From an optimization exercise on the open Yosys and OpenROAD flow, aimed at small area, a short achievable clock period and few clock cycles per item; shortcuts taken in it are not production practice.
Function was checked by simulation only, so behaviour that the tests miss may differ from the original.
No activity file was given, so power comes from the tool's default toggle rates.

==> design/flow/design.v <==
package vtlru_pkg;
    localparam int MAX_SLOTS_DEF  = 64;
    localparam int COORD_BITS_DEF = 8;
    localparam int MIP_W  = 4;
    localparam int SIDE_W = 4;
    localparam int SLOT_W = 3;
    localparam logic [SIDE_W-1:0] SIDE_RESET = 4'd8;
    localparam logic [SIDE_W-1:0] SIDE_MAX   = 4'd8;
    localparam logic OP_TOUCH   = 1'b0;
    localparam logic OP_REQUEST = 1'b1;
    typedef struct packed {
        logic load;          
        logic scan_step;     
        logic decide;        
        logic update_step;   
    } cmd_t;
    typedef struct packed {
        logic sweep_done;    
        logic need_update;   
    } status_t;
endpackage
module vt_lru_page_cache #(
    parameter int MAX_SLOTS  = vtlru_pkg::MAX_SLOTS_DEF,
    parameter int COORD_BITS = vtlru_pkg::COORD_BITS_DEF
) (
    input  logic                          aclk,
    input  logic                          aresetn,
    input  logic                          cfg_wr_en,
    input  logic [vtlru_pkg::SIDE_W-1:0]  cfg_wr_data,
    input  logic                          s_valid,
    output logic                          s_ready,
    input  logic                          s_operation,
    input  logic [COORD_BITS-1:0]         s_page_x,
    input  logic [COORD_BITS-1:0]         s_page_y,
    input  logic [vtlru_pkg::MIP_W-1:0]   s_page_mip,
    output logic                          m_valid,
    input  logic                          m_ready,
    output logic                          m_was_resident,
    output logic                          m_loaded,
    output logic [vtlru_pkg::SLOT_W-1:0]  m_slot_col,
    output logic [vtlru_pkg::SLOT_W-1:0]  m_slot_row,
    output logic                          m_evicted,
    output logic [COORD_BITS-1:0]         m_victim_x,
    output logic [COORD_BITS-1:0]         m_victim_y,
    output logic [vtlru_pkg::MIP_W-1:0]   m_victim_mip
);
    localparam int N     = 64;
    localparam int IW    = 6;
    localparam int TW    = 2 * COORD_BITS + vtlru_pkg::MIP_W;
    localparam int SW    = vtlru_pkg::SLOT_W;
    localparam int RW    = 3 + 2 * SW + TW;
    logic [TW-1:0] stk_tag [N];
    logic [IW-1:0] stk_idx [N];
    logic [6:0]    count_q;
    logic [6:0]    count1_q;   
    logic [N-1:0]  vld_q;      
    logic [2:0]    side1_q;    
    logic [6:0]    cap_q;      
    logic [5:0]    wait_q;
    logic          a_valid;
    logic          a_op;
    logic [TW-1:0] a_tag;
    logic          b_valid;
    logic          b_op;
    logic [TW-1:0] b_tag;
    logic [N-1:0]  b_m;        
    logic          b_same;     
    logic [N-1:0]  en_q;       
    logic          hv, tv;
    logic [RW-1:0] hd, td;
    logic [3:0] wr_s;
    logic       full;
    logic       cnt64;
    logic [N-1:0] tail;
    always_comb begin
        if (cfg_wr_data == 4'd0)      wr_s = 4'd1;
        else if (cfg_wr_data > 4'd8)  wr_s = 4'd8;
        else                          wr_s = cfg_wr_data;
    end
    assign cnt64 = count_q[6];
    assign full  = (count_q >= cap_q);
    assign tail = ~vld_q;
    logic slow_wait;
    logic go;
    logic adv;
    assign slow_wait = b_op && full && !cnt64 && (wait_q != 6'd63);
    assign go        = b_valid && !(hv && tv) && !slow_wait;
    assign adv       = !b_valid || go;
    logic       s_ready_q;
    logic       acc;
    logic       small_cap;
    logic       a_valid_d, b_valid_d, b_op_d, hv_d, tv_d;
    logic [5:0] wait_d;
    assign s_ready   = s_ready_q;
    assign acc       = s_valid && s_ready_q;
    assign small_cap = !cap_q[6];
    assign a_valid_d = acc || (a_valid && !adv);
    assign b_valid_d = adv ? a_valid : b_valid;
    assign b_op_d    = adv ? a_op : b_op;
    assign wait_d    = go ? 6'd0 : ((wait_q == 6'd63) ? wait_q : wait_q + 6'd1);
    logic [N-1:0] a_m;
    always_comb begin
        for (int k = 0; k < N; k++) begin
            a_m[k] = (stk_tag[k] == a_tag);
        end
    end
    logic [N-1:0]  m;
    logic [N-1:0]  ge;
    logic          hit;
    logic [IW-1:0] hit_idx;
    always_comb begin
        m[0] = (en_q[0] ? b_same : b_m[0]) && !tail[0];
        for (int k = 1; k < N; k++) begin
            m[k] = (en_q[k] ? b_m[k-1] : b_m[k]) && !tail[k];
        end
        hit = |m;
        for (int k = 0; k < N; k++) begin
            ge[k] = |(m >> k);
        end
        hit_idx = '0;
        for (int k = 0; k < N; k++) begin
            hit_idx = hit_idx | (m[k] ? stk_idx[k] : '0);
        end
    end
    logic          ins;
    logic          evict;
    logic [IW-1:0] new_idx;
    logic [N-1:0]  en;
    assign ins     = b_op && !hit;
    assign evict   = ins && full;
    assign new_idx = b_op ? (full ? stk_idx[N-1] : count_q[IW-1:0]) : hit_idx;
    always_comb begin
        for (int k = 0; k < N; k++) begin
            en[k] = tail[k] || (go && (b_op ? !hit : ge[k]));
        end
    end
    always_ff @(posedge aclk) begin
        if (en[0]) begin
            stk_tag[0] <= b_tag;
            stk_idx[0] <= new_idx;
        end
        for (int k = 1; k < N; k++) begin
            if (en[k]) begin
                stk_tag[k] <= stk_tag[k-1];
                stk_idx[k] <= stk_idx[k-1];
            end
        end
    end
    function automatic logic [5:0] slot_of(input logic [5:0] i, input logic [2:0] s1);
        logic [5:0] t3, t5, t6, t7;
        case (i)
            6'd0: t3 = 6'd0;
            6'd1: t3 = 6'd8;
            6'd2: t3 = 6'd16;
            6'd3: t3 = 6'd1;
            6'd4: t3 = 6'd9;
            6'd5: t3 = 6'd17;
            6'd6: t3 = 6'd2;
            6'd7: t3 = 6'd10;
            6'd8: t3 = 6'd18;
            6'd9: t3 = 6'd3;
            6'd10: t3 = 6'd11;
            6'd11: t3 = 6'd19;
            6'd12: t3 = 6'd4;
            6'd13: t3 = 6'd12;
            6'd14: t3 = 6'd20;
            6'd15: t3 = 6'd5;
            6'd16: t3 = 6'd13;
            6'd17: t3 = 6'd21;
            6'd18: t3 = 6'd6;
            6'd19: t3 = 6'd14;
            6'd20: t3 = 6'd22;
            6'd21: t3 = 6'd7;
            6'd22: t3 = 6'd15;
            6'd23: t3 = 6'd23;
            6'd24: t3 = 6'd0;
            6'd25: t3 = 6'd8;
            6'd26: t3 = 6'd16;
            6'd27: t3 = 6'd1;
            6'd28: t3 = 6'd9;
            6'd29: t3 = 6'd17;
            6'd30: t3 = 6'd2;
            6'd31: t3 = 6'd10;
            6'd32: t3 = 6'd18;
            6'd33: t3 = 6'd3;
            6'd34: t3 = 6'd11;
            6'd35: t3 = 6'd19;
            6'd36: t3 = 6'd4;
            6'd37: t3 = 6'd12;
            6'd38: t3 = 6'd20;
            6'd39: t3 = 6'd5;
            6'd40: t3 = 6'd13;
            6'd41: t3 = 6'd21;
            6'd42: t3 = 6'd6;
            6'd43: t3 = 6'd14;
            6'd44: t3 = 6'd22;
            6'd45: t3 = 6'd7;
            6'd46: t3 = 6'd15;
            6'd47: t3 = 6'd23;
            6'd48: t3 = 6'd0;
            6'd49: t3 = 6'd8;
            6'd50: t3 = 6'd16;
            6'd51: t3 = 6'd1;
            6'd52: t3 = 6'd9;
            6'd53: t3 = 6'd17;
            6'd54: t3 = 6'd2;
            6'd55: t3 = 6'd10;
            6'd56: t3 = 6'd18;
            6'd57: t3 = 6'd3;
            6'd58: t3 = 6'd11;
            6'd59: t3 = 6'd19;
            6'd60: t3 = 6'd4;
            6'd61: t3 = 6'd12;
            6'd62: t3 = 6'd20;
            6'd63: t3 = 6'd5;
            default: t3 = 6'd0;
        endcase
        case (i)
            6'd0: t5 = 6'd0;
            6'd1: t5 = 6'd8;
            6'd2: t5 = 6'd16;
            6'd3: t5 = 6'd24;
            6'd4: t5 = 6'd32;
            6'd5: t5 = 6'd1;
            6'd6: t5 = 6'd9;
            6'd7: t5 = 6'd17;
            6'd8: t5 = 6'd25;
            6'd9: t5 = 6'd33;
            6'd10: t5 = 6'd2;
            6'd11: t5 = 6'd10;
            6'd12: t5 = 6'd18;
            6'd13: t5 = 6'd26;
            6'd14: t5 = 6'd34;
            6'd15: t5 = 6'd3;
            6'd16: t5 = 6'd11;
            6'd17: t5 = 6'd19;
            6'd18: t5 = 6'd27;
            6'd19: t5 = 6'd35;
            6'd20: t5 = 6'd4;
            6'd21: t5 = 6'd12;
            6'd22: t5 = 6'd20;
            6'd23: t5 = 6'd28;
            6'd24: t5 = 6'd36;
            6'd25: t5 = 6'd5;
            6'd26: t5 = 6'd13;
            6'd27: t5 = 6'd21;
            6'd28: t5 = 6'd29;
            6'd29: t5 = 6'd37;
            6'd30: t5 = 6'd6;
            6'd31: t5 = 6'd14;
            6'd32: t5 = 6'd22;
            6'd33: t5 = 6'd30;
            6'd34: t5 = 6'd38;
            6'd35: t5 = 6'd7;
            6'd36: t5 = 6'd15;
            6'd37: t5 = 6'd23;
            6'd38: t5 = 6'd31;
            6'd39: t5 = 6'd39;
            6'd40: t5 = 6'd0;
            6'd41: t5 = 6'd8;
            6'd42: t5 = 6'd16;
            6'd43: t5 = 6'd24;
            6'd44: t5 = 6'd32;
            6'd45: t5 = 6'd1;
            6'd46: t5 = 6'd9;
            6'd47: t5 = 6'd17;
            6'd48: t5 = 6'd25;
            6'd49: t5 = 6'd33;
            6'd50: t5 = 6'd2;
            6'd51: t5 = 6'd10;
            6'd52: t5 = 6'd18;
            6'd53: t5 = 6'd26;
            6'd54: t5 = 6'd34;
            6'd55: t5 = 6'd3;
            6'd56: t5 = 6'd11;
            6'd57: t5 = 6'd19;
            6'd58: t5 = 6'd27;
            6'd59: t5 = 6'd35;
            6'd60: t5 = 6'd4;
            6'd61: t5 = 6'd12;
            6'd62: t5 = 6'd20;
            6'd63: t5 = 6'd28;
            default: t5 = 6'd0;
        endcase
        case (i)
            6'd0: t6 = 6'd0;
            6'd1: t6 = 6'd8;
            6'd2: t6 = 6'd16;
            6'd3: t6 = 6'd24;
            6'd4: t6 = 6'd32;
            6'd5: t6 = 6'd40;
            6'd6: t6 = 6'd1;
            6'd7: t6 = 6'd9;
            6'd8: t6 = 6'd17;
            6'd9: t6 = 6'd25;
            6'd10: t6 = 6'd33;
            6'd11: t6 = 6'd41;
            6'd12: t6 = 6'd2;
            6'd13: t6 = 6'd10;
            6'd14: t6 = 6'd18;
            6'd15: t6 = 6'd26;
            6'd16: t6 = 6'd34;
            6'd17: t6 = 6'd42;
            6'd18: t6 = 6'd3;
            6'd19: t6 = 6'd11;
            6'd20: t6 = 6'd19;
            6'd21: t6 = 6'd27;
            6'd22: t6 = 6'd35;
            6'd23: t6 = 6'd43;
            6'd24: t6 = 6'd4;
            6'd25: t6 = 6'd12;
            6'd26: t6 = 6'd20;
            6'd27: t6 = 6'd28;
            6'd28: t6 = 6'd36;
            6'd29: t6 = 6'd44;
            6'd30: t6 = 6'd5;
            6'd31: t6 = 6'd13;
            6'd32: t6 = 6'd21;
            6'd33: t6 = 6'd29;
            6'd34: t6 = 6'd37;
            6'd35: t6 = 6'd45;
            6'd36: t6 = 6'd6;
            6'd37: t6 = 6'd14;
            6'd38: t6 = 6'd22;
            6'd39: t6 = 6'd30;
            6'd40: t6 = 6'd38;
            6'd41: t6 = 6'd46;
            6'd42: t6 = 6'd7;
            6'd43: t6 = 6'd15;
            6'd44: t6 = 6'd23;
            6'd45: t6 = 6'd31;
            6'd46: t6 = 6'd39;
            6'd47: t6 = 6'd47;
            6'd48: t6 = 6'd0;
            6'd49: t6 = 6'd8;
            6'd50: t6 = 6'd16;
            6'd51: t6 = 6'd24;
            6'd52: t6 = 6'd32;
            6'd53: t6 = 6'd40;
            6'd54: t6 = 6'd1;
            6'd55: t6 = 6'd9;
            6'd56: t6 = 6'd17;
            6'd57: t6 = 6'd25;
            6'd58: t6 = 6'd33;
            6'd59: t6 = 6'd41;
            6'd60: t6 = 6'd2;
            6'd61: t6 = 6'd10;
            6'd62: t6 = 6'd18;
            6'd63: t6 = 6'd26;
            default: t6 = 6'd0;
        endcase
        case (i)
            6'd0: t7 = 6'd0;
            6'd1: t7 = 6'd8;
            6'd2: t7 = 6'd16;
            6'd3: t7 = 6'd24;
            6'd4: t7 = 6'd32;
            6'd5: t7 = 6'd40;
            6'd6: t7 = 6'd48;
            6'd7: t7 = 6'd1;
            6'd8: t7 = 6'd9;
            6'd9: t7 = 6'd17;
            6'd10: t7 = 6'd25;
            6'd11: t7 = 6'd33;
            6'd12: t7 = 6'd41;
            6'd13: t7 = 6'd49;
            6'd14: t7 = 6'd2;
            6'd15: t7 = 6'd10;
            6'd16: t7 = 6'd18;
            6'd17: t7 = 6'd26;
            6'd18: t7 = 6'd34;
            6'd19: t7 = 6'd42;
            6'd20: t7 = 6'd50;
            6'd21: t7 = 6'd3;
            6'd22: t7 = 6'd11;
            6'd23: t7 = 6'd19;
            6'd24: t7 = 6'd27;
            6'd25: t7 = 6'd35;
            6'd26: t7 = 6'd43;
            6'd27: t7 = 6'd51;
            6'd28: t7 = 6'd4;
            6'd29: t7 = 6'd12;
            6'd30: t7 = 6'd20;
            6'd31: t7 = 6'd28;
            6'd32: t7 = 6'd36;
            6'd33: t7 = 6'd44;
            6'd34: t7 = 6'd52;
            6'd35: t7 = 6'd5;
            6'd36: t7 = 6'd13;
            6'd37: t7 = 6'd21;
            6'd38: t7 = 6'd29;
            6'd39: t7 = 6'd37;
            6'd40: t7 = 6'd45;
            6'd41: t7 = 6'd53;
            6'd42: t7 = 6'd6;
            6'd43: t7 = 6'd14;
            6'd44: t7 = 6'd22;
            6'd45: t7 = 6'd30;
            6'd46: t7 = 6'd38;
            6'd47: t7 = 6'd46;
            6'd48: t7 = 6'd54;
            6'd49: t7 = 6'd7;
            6'd50: t7 = 6'd15;
            6'd51: t7 = 6'd23;
            6'd52: t7 = 6'd31;
            6'd53: t7 = 6'd39;
            6'd54: t7 = 6'd47;
            6'd55: t7 = 6'd55;
            6'd56: t7 = 6'd0;
            6'd57: t7 = 6'd8;
            6'd58: t7 = 6'd16;
            6'd59: t7 = 6'd24;
            6'd60: t7 = 6'd32;
            6'd61: t7 = 6'd40;
            6'd62: t7 = 6'd48;
            6'd63: t7 = 6'd1;
            default: t7 = 6'd0;
        endcase
        case (s1)
            3'd0: slot_of = {3'd0, i[2:0]};
            3'd1: slot_of = {2'd0, i[0], i[3:1]};
            3'd2: slot_of = t3;
            3'd3: slot_of = {1'b0, i[1:0], i[4:2]};
            3'd4: slot_of = t5;
            3'd5: slot_of = t6;
            3'd6: slot_of = t7;
            default: slot_of = {i[2:0], i[5:3]};
        endcase
    endfunction
    logic [2*SW-1:0] slot;
    logic [2*SW-1:0] slot_ev;
    logic [2*SW-1:0] slot_fill;
    assign slot_ev   = slot_of(stk_idx[N-1], side1_q);
    assign slot_fill = slot_of(count_q[IW-1:0], side1_q);
    assign slot      = full ? slot_ev : slot_fill;
    logic [RW-1:0] res;
    assign res = {hit, ins, ins ? slot : {2*SW{1'b0}}, evict,
                  evict ? stk_tag[N-1] : {TW{1'b0}}};
    logic pop;
    assign pop  = hv && m_ready;
    assign hv_d = (!hv || pop) ? (tv || go) : hv;
    assign tv_d = (!hv || pop) ? (tv && go) : (tv || go);
    always_ff @(posedge aclk) begin
        if (!aresetn) begin
            count_q <= '0;
            count1_q <= 7'd1;
            vld_q   <= '0;
            side1_q <= 3'(vtlru_pkg::SIDE_RESET - 4'd1);
            cap_q   <= 7'(vtlru_pkg::SIDE_RESET) * 7'(vtlru_pkg::SIDE_RESET);
            wait_q  <= '0;
            a_valid <= 1'b0;
            b_valid <= 1'b0;
            hv      <= 1'b0;
            tv      <= 1'b0;
            s_ready_q <= 1'b1;
        end else begin
            if (cfg_wr_en) begin
                side1_q <= 3'(wr_s - 4'd1);
                cap_q   <= 7'(wr_s) * 7'(wr_s);
            end
            if (go && ins && !full) begin
                count_q  <= count1_q;
                count1_q <= count1_q + 7'd1;
                vld_q    <= {vld_q[N-2:0], 1'b1};
            end
            wait_q    <= wait_d;
            a_valid   <= a_valid_d;
            b_valid   <= b_valid_d;
            hv        <= hv_d;
            tv        <= tv_d;
            s_ready_q <= !a_valid_d || !b_valid_d ||
                         (!(hv_d && tv_d) &&
                          !(b_op_d && small_cap && (count1_q >= cap_q) && (wait_d != 6'd63)));
        end
    end
    always_ff @(posedge aclk) begin
        if (acc) begin
            a_op  <= s_operation;
            a_tag <= {s_page_mip, s_page_y, s_page_x};
        end
        en_q <= en;
        if (adv) begin
            b_op   <= a_op;
            b_tag  <= a_tag;
            b_m    <= a_m;
            b_same <= (a_tag == b_tag);
        end else begin
            b_m    <= m;
            b_same <= 1'b0;
        end
        if (!hv || pop) begin
            if (tv) begin
                hd <= td;
            end else if (go) begin
                hd <= res;
            end
            if (tv && go) begin
                td <= res;
            end
        end else if (go) begin
            td <= res;
        end
    end
    assign m_valid        = hv;
    assign m_was_resident = hd[RW-1];
    assign m_loaded       = hd[RW-2];
    assign m_slot_col     = hd[RW-3 -: SW];
    assign m_slot_row     = hd[RW-3-SW -: SW];
    assign m_evicted      = hd[TW];
    assign m_victim_x     = hd[COORD_BITS-1:0];
    assign m_victim_y     = hd[2*COORD_BITS-1:COORD_BITS];
    assign m_victim_mip   = hd[TW-1:2*COORD_BITS];
endmodule
==> design/flow/run.sh <==
#!/bin/bash
# synth_recipe.tcl (not shown) runs the flow's synth.tcl, then flattens the netlist and writes it again
# the make line also repeats each setting of config.mk as NAME=value (left out here)
make -C /OpenROAD-flow-scripts/flow DESIGN_CONFIG=/design/flow/config.mk WORK_HOME=/design/flow/orfs CLKGATE_MAP_FILE= SYNTH_SCRIPT=/design/flow/synth_recipe.tcl finish
==> design/flow/config.mk <==
export PLATFORM = sky130hd
export DESIGN_NAME = vt_lru_page_cache
export DESIGN_NICKNAME = vt_lru_page_cache
export VERILOG_FILES = /design/flow/design.v
export SDC_FILE = /design/flow/constraint.sdc
export NUM_CORES = 4
export LEC_CHECK = 0
export CAP_MARGIN = 20
export CORE_MARGIN = 2
export CORE_UTILIZATION = 40
export SETUP_SLACK_MARGIN = 4.5
export SLEW_MARGIN = 20
export TNS_END_PERCENT = 5
==> design/flow/constraint.sdc <==
create_clock -name core_clock -period 8.0 [get_ports {aclk}]
set_input_delay 1.6000 -clock core_clock [delete_from_list [all_inputs] [get_ports {aclk}]]
set_output_delay 1.6000 -clock core_clock [all_outputs]
set_load 0.01 [all_outputs]
==> impl_metrics.tcl <==
set metrics [dict create \
    status "finished clean" \
    peakVddDrop_mv 0.229 \
    hp-class "flip-flop to flip-flop" \
    clock_path_buffers 3 \
    comb_power_share_pct 7.8 \
    required_ns 8.76 \
    grt_pass1_wl_um 371000 \
    switching_share_pct 25.1 \
    worstMarginPinSlew_ns 1.26 \
    dieWidth_um 465 \
    nets 6182 \
    max_freq_mhz 230 \
    grtUsageTotal_pct 23.6 \
    cts_hold_buf 0 \
    final.setup.tns_ns 0 \
    row_count 169 \
    reg2reg_depth 18 \
    synth_edf_count 1763 \
    io-pin-count 61 \
    maxCapViolations 0 \
    yosys_warnings 3 \
    place_congestion 1.03 \
    startpoint_type "flip-flop" \
    synth.cell_area_um2 84900 \
    antenna_found_initial 5 \
    syn_inst 5867 \
    seq_area_frac_synth_pct 68.7 \
    internal_power_mw 19.4 \
    endpoint_kind "flip-flop" \
    yosys-top-cells-area "edfxtp_1 62%, xor2_1 7.3%, dfxtp_1 6.4%, xnor2_1 6.3%, nand2_1 1.5%" \
    power_density_nw_per_um2 262 \
    synth_common_cells "1763 x edfxtp_1, 709 x xor2_1, 610 x xnor2_1" \
    rsz0062_at_grt "true" \
    min_path_cells 0 \
    finalCritPeriodShare_pct 54.3 \
    synth-seq-cells 2033 \
    firstDrtPassIters 7 \
    grt_pass1_vias 51493 \
    clk_pin_slew_ns 0.06 \
    worstSkewPairLatency_ns 0.88 \
    placed_cells 8562 \
    synth.avg_cell_area_um2 14.5 \
    setup_viol 0 \
    relSlewSlack_pct 15.9 \
    period_minus_slack_ns 4.34 \
    die_h_um 465 \
    place.detailed.hpwl_um 174000 \
    cts_inserted_buffers 207 \
    die_area_um2 216000 \
    skew_ns 0.0434 \
    hold_viol 0 \
    synthArstFlopShare_pct 0 \
    core_um2 212000 \
    htreeDepth 4 \
    cts.sinks 2033 \
    crit_arrival_ns 5.10 \
    grt_overflow 0 \
    finalNonFillerCells 9105 \
    cts_tree "yes" \
    drive_above_1_share_pct 14.1 \
    clockRootBuffer "clkbuf_16" \
    start_util_pct 40.1 \
    grt_max_degree 80 \
    synthFlopType "edfxtp_1" \
    syn_to_final_growth_pct 16.1 \
    p_leak_nw 35.0 \
    critPathMaxFanout 7 \
    synth_top_cell_by_area "edfxtp_1" \
    yosys.area.top_type_share_pct 62.3 \
    crit_type "flip-flop to flip-flop" \
    routed-via-count 52033 \
    seqPwrFrac_pct 54.9 \
    p_switching_mw 6.48 \
    drv_slew 0 \
    wirelength_um 262000 \
    synthDistinctLibCells 87 \
    synth_most_common_cell "edfxtp_1" \
    ant_nets 0 \
    p_clk_share_pct 37.2 \
    viasPerCell 5.71 \
    port_buffers 60 \
    drt-initial-drc-count 5887 \
    detail_route.wl_per_cell_um 28.8 \
    drc_errors 0 \
]
area by class of cell:
type,count,area [µm²]
fillers,18303,113000
flip-flops and latches,2033,58400
multi-input cells,3449,26200
clock buffers,282,5710
well taps,2821,3530
repair buffers,359,3470
clock inverters,101,972
inverters,53,315
repair inverters,4,31.3
diodes,3,7.51
critical path: stages, from the launching register on:
cell and delay, ns:
dfxtp_1 0.32, mux2_2 0.35, a222oi_1 0.37, and4_4 0.32
and4_4 0.37, nand3_4 0.11, inv_4 0.08, ha_4 0.15
nand2_4 0.05, a311oi_4 0.23, buf_6 0.19, buf_6 0.12
mux2i_2 0.21, nand2b_4 0.25, ha_4 0.25, mux4_2 0.46
nor2_1 0.11, a211oi_1 0.05, a31o_2 0.22
routing by layer:
| metal | global-route usage, % | routed length (µm) | vias to the layer above |
|---|---|---|---|
| met2 | 36.6 | 118000 | 2322 |
| met3 | 4.63 | 21000 | 409 |
| met1 | 33.5 | 114000 | 26860 |
| met5 | 0 | 0 | - |
| met4 | 7.07 | 7910 | 0 |
| li1 | - | - | 22442 |
timing repair:
action | in CTS | in global routing
buffers inserted | 105 | 34
endpoints found under the hold margin | 0 | 0
gates resized for setup | 200 | 77
gates cloned | 14 | 4
pin swaps | 35 | 33
endpoints found under the setup margin | 1972 | 1810
power by group through the flow:
stage	logic, mW	clock network (mW)	registers (mW)
finish	2.03	9.62	14.2
global route	2.20	10.2	14.3
CTS	2.01	9.77	14.1
detailed placement	1.90	0	14.3
global placement	1.87	0	14.3
floorplan	1.43	0	13.7
metrics by stage:
| step | hold WS, ns | setup WS, ns | util (%) | power (mW) | cell area, µm² |
|---|---|---|---|---|---|
| detailed placement | 0.432 | 2.00 | 42.2 | 16.2 | 89400 |
| floorplan | 0.424 | 3.77 | - | 15.2 | 85100 |
| finish | 0.426 | 3.66 | 46.6 | 25.8 | 98600 |
| global route | 0.439 | 3.49 | 46.6 | 26.6 | 98600 |
| CTS | 0.429 | 3.66 | 46.3 | 25.9 | 98000 |
| global placement | 0.430 | 2.03 | 42.2 | 16.2 | 89300 |
final timing paths:
kind	end	start	slack, ns
setup / recovery	flip-flop	en_q[25]	3.66
hold / removal	stk_idx[39][0]	stk_idx[38][0]	0.43
setup reg to reg	flip-flop	en_q[25]	3.66
hold reg to reg	stk_idx[39][0]	stk_idx[38][0]	0.43
cell usage in the layout, fill, tap and decap left out, drive strengths merged, types with 12 or more instances in the layout:
cell,n
buf,291
inv,57
nand2,352
nor2b,35
nor2,96
o221ai,18
a31oi,14
o22ai,13
nand4,208
o211ai,19
nand2b,17
clkbuf,283
nor3,57
clkdlybuf4s50,60
xor2,709
mux2,69
clkinvlp,15
clkinv,74
a222oi,14
and2,80
o41ai,45
bufinv,12
edfxtp,1763
a22o,59
dfxtp,270
xnor2,610
mux2i,61
o21ai,147
ha,44
nand3,101
a221oi,47
a211oi,17
a21oi,169
a22oi,135
nor4,193
flip-flops by register name, summed over array words and instances, names as in the netlist, named ones only:
register and cells:
tv 1, wait_q 6, count_q 7, side1_q 3
hd 29, b_same 1, hv 1, s_ready_q 1
a_tag 20, a_op 1, vld_q 64, b_tag 20
b_m 64, stk_idx 384, stk_tag 1280, a_valid 1
count1_q 7, b_op 1, td 29, b_valid 1
cap_q 6, en_q 64
cell families (layout without fill, tap and decap cells):
logic type / Yosys count / after routing / share of synthesized area (%)
flops: 2033 / 2033 / 68.7
xor+xnor: 1319 / 1319 / 13.6
simple gates: 1166 / 1172 / 7.16
compound gates: 776 / 776 / 6.29
buf+inv: 392 / 799 / 1.82
mux: 135 / 135 / 1.77
fa+ha+maj: 45 / 45 / 0.672
other cells: 1 / 5 / 0.00441
Testbench counts, summed over its fixed seeds: cycles 12,018, requests 12,000.

-- afterwards: timing with drivers on the ports --
Ports are ideal in the flow. The routed layout listed here was re-timed in OpenROAD. Step 1, drivers: a clkbuf_16 drives aclk and a buf_2 each remaining input, both assumed. Step 2 also shifts input and output timing later by t, the mid clock arrival at the registers, as if the neighbouring blocks saw the same clock. a / b / c = no drivers / after step 1 / after step 2; a / b = the first two.
t (ns): 0.950
setup slack, ns: 3.656 / 3.656 / 3.656
slew at the worst register clock pin (ns): 0.07 / 0.07
worst slew at a driven data input, ns: 0.04
After both steps setup and hold are still met in this run. The setup slack of this run moves by 0.000 ns with the drivers and by 0.000 ns with both steps.
